What follows belongs to an exercise in optimizing a design on an open flow for small area, a short achievable clock period and few clock cycles per item; a production flow would make more cautious choices. The RTL was checked by simulation tests, not by an equivalence proof against the original design. Power is estimated from default activity; no workload was simulated.

## the reference run
Design window_clipped_box_coverage_core, start of the top module:
module window_clipped_box_coverage_core #(
  parameter int MAX_DIM   = wcbc_pkg::MAX_DIM_DEF,
  parameter int AREA_BITS = wcbc_pkg::AREA_BITS_DEF
) (
  input  logic                  clk,
  input  logic                  rst_n,
  input  logic                  in_valid,
  input  logic [77:0]           in_item,
  output logic                  in_stall,
  output logic                  out_valid,
  output logic [80:0]           out_item,
  input  logic                  out_stall,
  input  logic                  cfg_psel,
  input  logic                  cfg_penable,
  input  logic                  cfg_pwrite,
  input  logic [wcbc_pkg::CFG_ADDR_W-1:0] cfg_paddr,
  input  logic [wcbc_pkg::CFG_DATA_W-1:0] cfg_pwdata,
  output logic [wcbc_pkg::CFG_DATA_W-1:0] cfg_prdata,
  output logic                  cfg_pready
);
Size: about 540 flip-flops, ~240 I/O pins.
export LEC_CHECK = 0
export CAP_MARGIN = 20
export CORE_MARGIN = 2
export CORE_UTILIZATION = 40
export SETUP_SLACK_MARGIN = 4.6
export SLEW_MARGIN = 20
create_clock -name core_clock -period 10.0 [get_ports {clk}]
standard.sh (not shown) runs the stock make flow with config.mk's settings and CLKGATE_MAP_FILE= SYNTH_SCRIPT=/design/flow/synth_recipe.tcl, a recipe that flattens the netlist after the stock synthesis.
==> flow/flow/run.sh <==
#!/bin/bash
# The standard layout with two sizing changes: every port still gets a
# buffer, but a plain buf_1 (the default choice is a larger, slow delay buffer;
# repair resizes it where timing needs), and resizing is not restricted to equal
# cell footprints. Full make output goes to standard.log.
set -euo pipefail
bash standard.sh MATCH_CELL_FOOTPRINT=0 "BUFFER_PORTS_ARGS=-buffer_cell sky130_fd_sc_hd__buf_1" finish > standard.log 2>&1
Testbench counts of the reference run, summed over its fixed seeds: cycles 12,854, items 10,966.
The following lists how the trial run was set up differently from the reference run:
# the reference run
export LEC_CHECK = 0
export CAP_MARGIN = 20
export CORE_MARGIN = 2
export CORE_UTILIZATION = 40
export SETUP_SLACK_MARGIN = 4.6
export SLEW_MARGIN = 20
create_clock -name core_clock -period 10.0 [get_ports {clk}]
# the trial run
export LEC_CHECK = 0
export CAP_MARGIN = 20
export CORE_MARGIN = 2
export CORE_UTILIZATION = 40
export SETUP_SLACK_MARGIN = 5
export SLEW_MARGIN = 20
create_clock -name core_clock -period 10.0 [get_ports {clk}]
Results
- The trial run finished every step from synthesis to the final layout, and the layout passed the timing, design-rule and antenna checks.
- Compared with the reference run, the detailed router inserted more vias in the trial run.
- Internal portion of total power across the reference run and the trial run: no real change.
- Per the comparison of the trial run with the reference run, stage delay of the slowest cell on the critical path roughly the same; total power consumption of the routed design lower; final critical-path share of the clock period higher.
- As of the trial run, total non-filler cell area in the finished layout had risen slightly compared to the reference run.
- Against the reference run as the reference, the trial run delivers a higher count of non-CTS buffers in the layout.
- The trial run ended with more number of nets in the layout than the reference run.

---

== lane 1 ==
window_clipped_box_coverage_core, a different RTL version from the one above (not shown whole).
Size in the first run: about 4800 cells after synthesis, roughly 560 flip-flops, roughly 240 I/O pins, about 44000 um2 of cells after synthesis.
Settings: LEC_CHECK=0, CAP_MARGIN=20, CORE_MARGIN=2, CORE_UTILIZATION=40, CTS_CLUSTER_DIAMETER=100, CTS_CLUSTER_SIZE=30, SETUP_SLACK_MARGIN=4.7, SLEW_MARGIN=20; clock period 10.0 ns.
Scripts as last shown in full above: flow/flow/run.sh
The final layout from lane 1, which completed every stage, passed the timing, design-rule and antenna checks at the end of the flow.
Testbench counts of lane 1, summed over its fixed seeds: cycles 12,854, items 10,966.
Modified inputs, lane 2 compared to lane 1
Settings: changing SETUP_SLACK_MARGIN from 4.7 to 5.
==> comparison <==
[compare] base=lane 1 new=lane 2: cell area picked up an extra 0.57%; instance area at placement did not really move; total power now sits lower. Lane 2 — mean number of vias per cell 0.34% higher, lane 1 as reference.
What lane 3 does differently from lane 2 at the input level:
Settings: CTS_CLUSTER_DIAMETER changed from 100 to 80; CTS_CLUSTER_SIZE changed from 30 to 24.
[summary]
- Lane 3: final core utilization is 0.21 points higher than what lane 2 reported.
- ~same combinational power in lane 3 and lane 2
- Comparing area added between synthesis and finish for lane 3 and lane 2, the bigger number came from lane 3.
- Share of final layout cell area taken by clock buffers and inverters (lane 3 over lane 2): increase, 0.51 points
- In lane 3 the highest ir drop seen on vdd turned out 0.0000036 V lower than in lane 2.
- In terms of overflow left after global routing, lane 2 and lane 3 differ only marginally.
- Between lane 3 and lane 2, the difference in portion of the layout cell area used by non-clock buffers is negligible.
Changes in lane 4 relative to lane 3:
Settings: CTS_CLUSTER_SIZE now 30, was 24; CORE_UTILIZATION now 50, was 40; CTS_CLUSTER_DIAMETER now 100, was 80.
==> comparison <==
- Taking lane 3 as the reference, in lane 4 wire length fell 4400 um, worst setup slack rose 0.011 ns.
- Re post-route met1 wirelength: lane 4 and lane 3 aren't equal, and the lower value belongs to lane 4.
- Compared with lane 3, lane 4 shows area of the die lower by about 20%.
- Lane 3 -> lane 4: largest net degree at the start of global routing increased by more than 10%
> inputs changed (lane 4 -> lane 5)
Settings: a change of CORE_UTILIZATION from 50 to 40; a deleted CTS_CLUSTER_SIZE that had been 30; an added CTS_BUF_LIST of sky130_fd_sc_hd__clkbuf_4 sky130_fd_sc_hd__clkbuf_8; a deleted CTS_CLUSTER_DIAMETER that had been 100.
Findings:
Lane 5 completed; timing, DRC and antenna clean
Post-layout utilization of the core | lane 5 below lane 4
Of lane 5 and lane 4, the lower total wirelength of the detailed-routed design belongs to lane 4.
Total global-route track usage for lane 5: 4.8 points down relative to lane 4
Lane 5 -> lane 4: fraction of the cycle the final worst path needs flat
Footprint of the multi-input gates: lane 5 vs lane 4, no meaningful difference
Relative contribution of combinational cells to total power was lower in lane 5 than in lane 4.
Total net switching power (lane 5 over lane 4): increase, 0.000095 W
Lane 4 has a higher maximum single-stage delay on the critical path than lane 5.
Initial cell density of the core (higher): lane 4
Lane 5 vs lane 4 — cell leakage power climbed by a few percent
Placement row count, lane 5 and lane 4: higher on lane 5

## port drivers added, routing unchanged
The results above use ideal ports. As a check the final layouts listed here were re-extracted and re-timed, cells and wires unchanged.
Step 1 (the two cells are an assumption about what drives the block):
set clk [get_ports {clk}]
set_driving_cell -lib_cell sky130_fd_sc_hd__clkbuf_16 $clk
set_driving_cell -lib_cell sky130_fd_sc_hd__buf_2 [delete_from_list [all_inputs] $clk]
Step 2 adds t to the input delays and takes it off the output delays; t is the mean of the earliest and latest rising clock arrival at the registers after step 1. Input paths then give back, and output paths get back, about the clock's delay inside the block.
a / b / c = ideal / step 1 / step 2; a / b = the first two.
run	t (ns)	setup slack, ns	worst setup path after step 2	latest minus earliest clock arrival (ns)	cell pins on the clock port's net
the reference run	0.694	4.740 / 4.740 / 4.740	register to register	0.033 / 0.033	1
the trial run	0.700	4.725 / 4.725 / 4.725	register to register	0.025 / 0.025	1
lane 1	0.726	4.784 / 4.724 / 4.759	input to output	0.062 / 0.061	1
lane 2	0.728	5.033 / 5.011 / 5.011	input to output	0.046 / 0.046	1
lane 3	0.685	5.024 / 5.000 / 5.000	input to output	0.050 / 0.050	1
lane 4	0.706	5.035 / 5.009 / 5.000	input to register	0.036 / 0.036	1
lane 5	0.813	5.038 / 4.997 / 5.016	input to output	0.052 / 0.052	1
After both steps every run listed still meets setup and hold. For lane 4, which loses most, drivers alone change the setup slack by -0.026 ns; drivers and shift together by -0.035 ns.
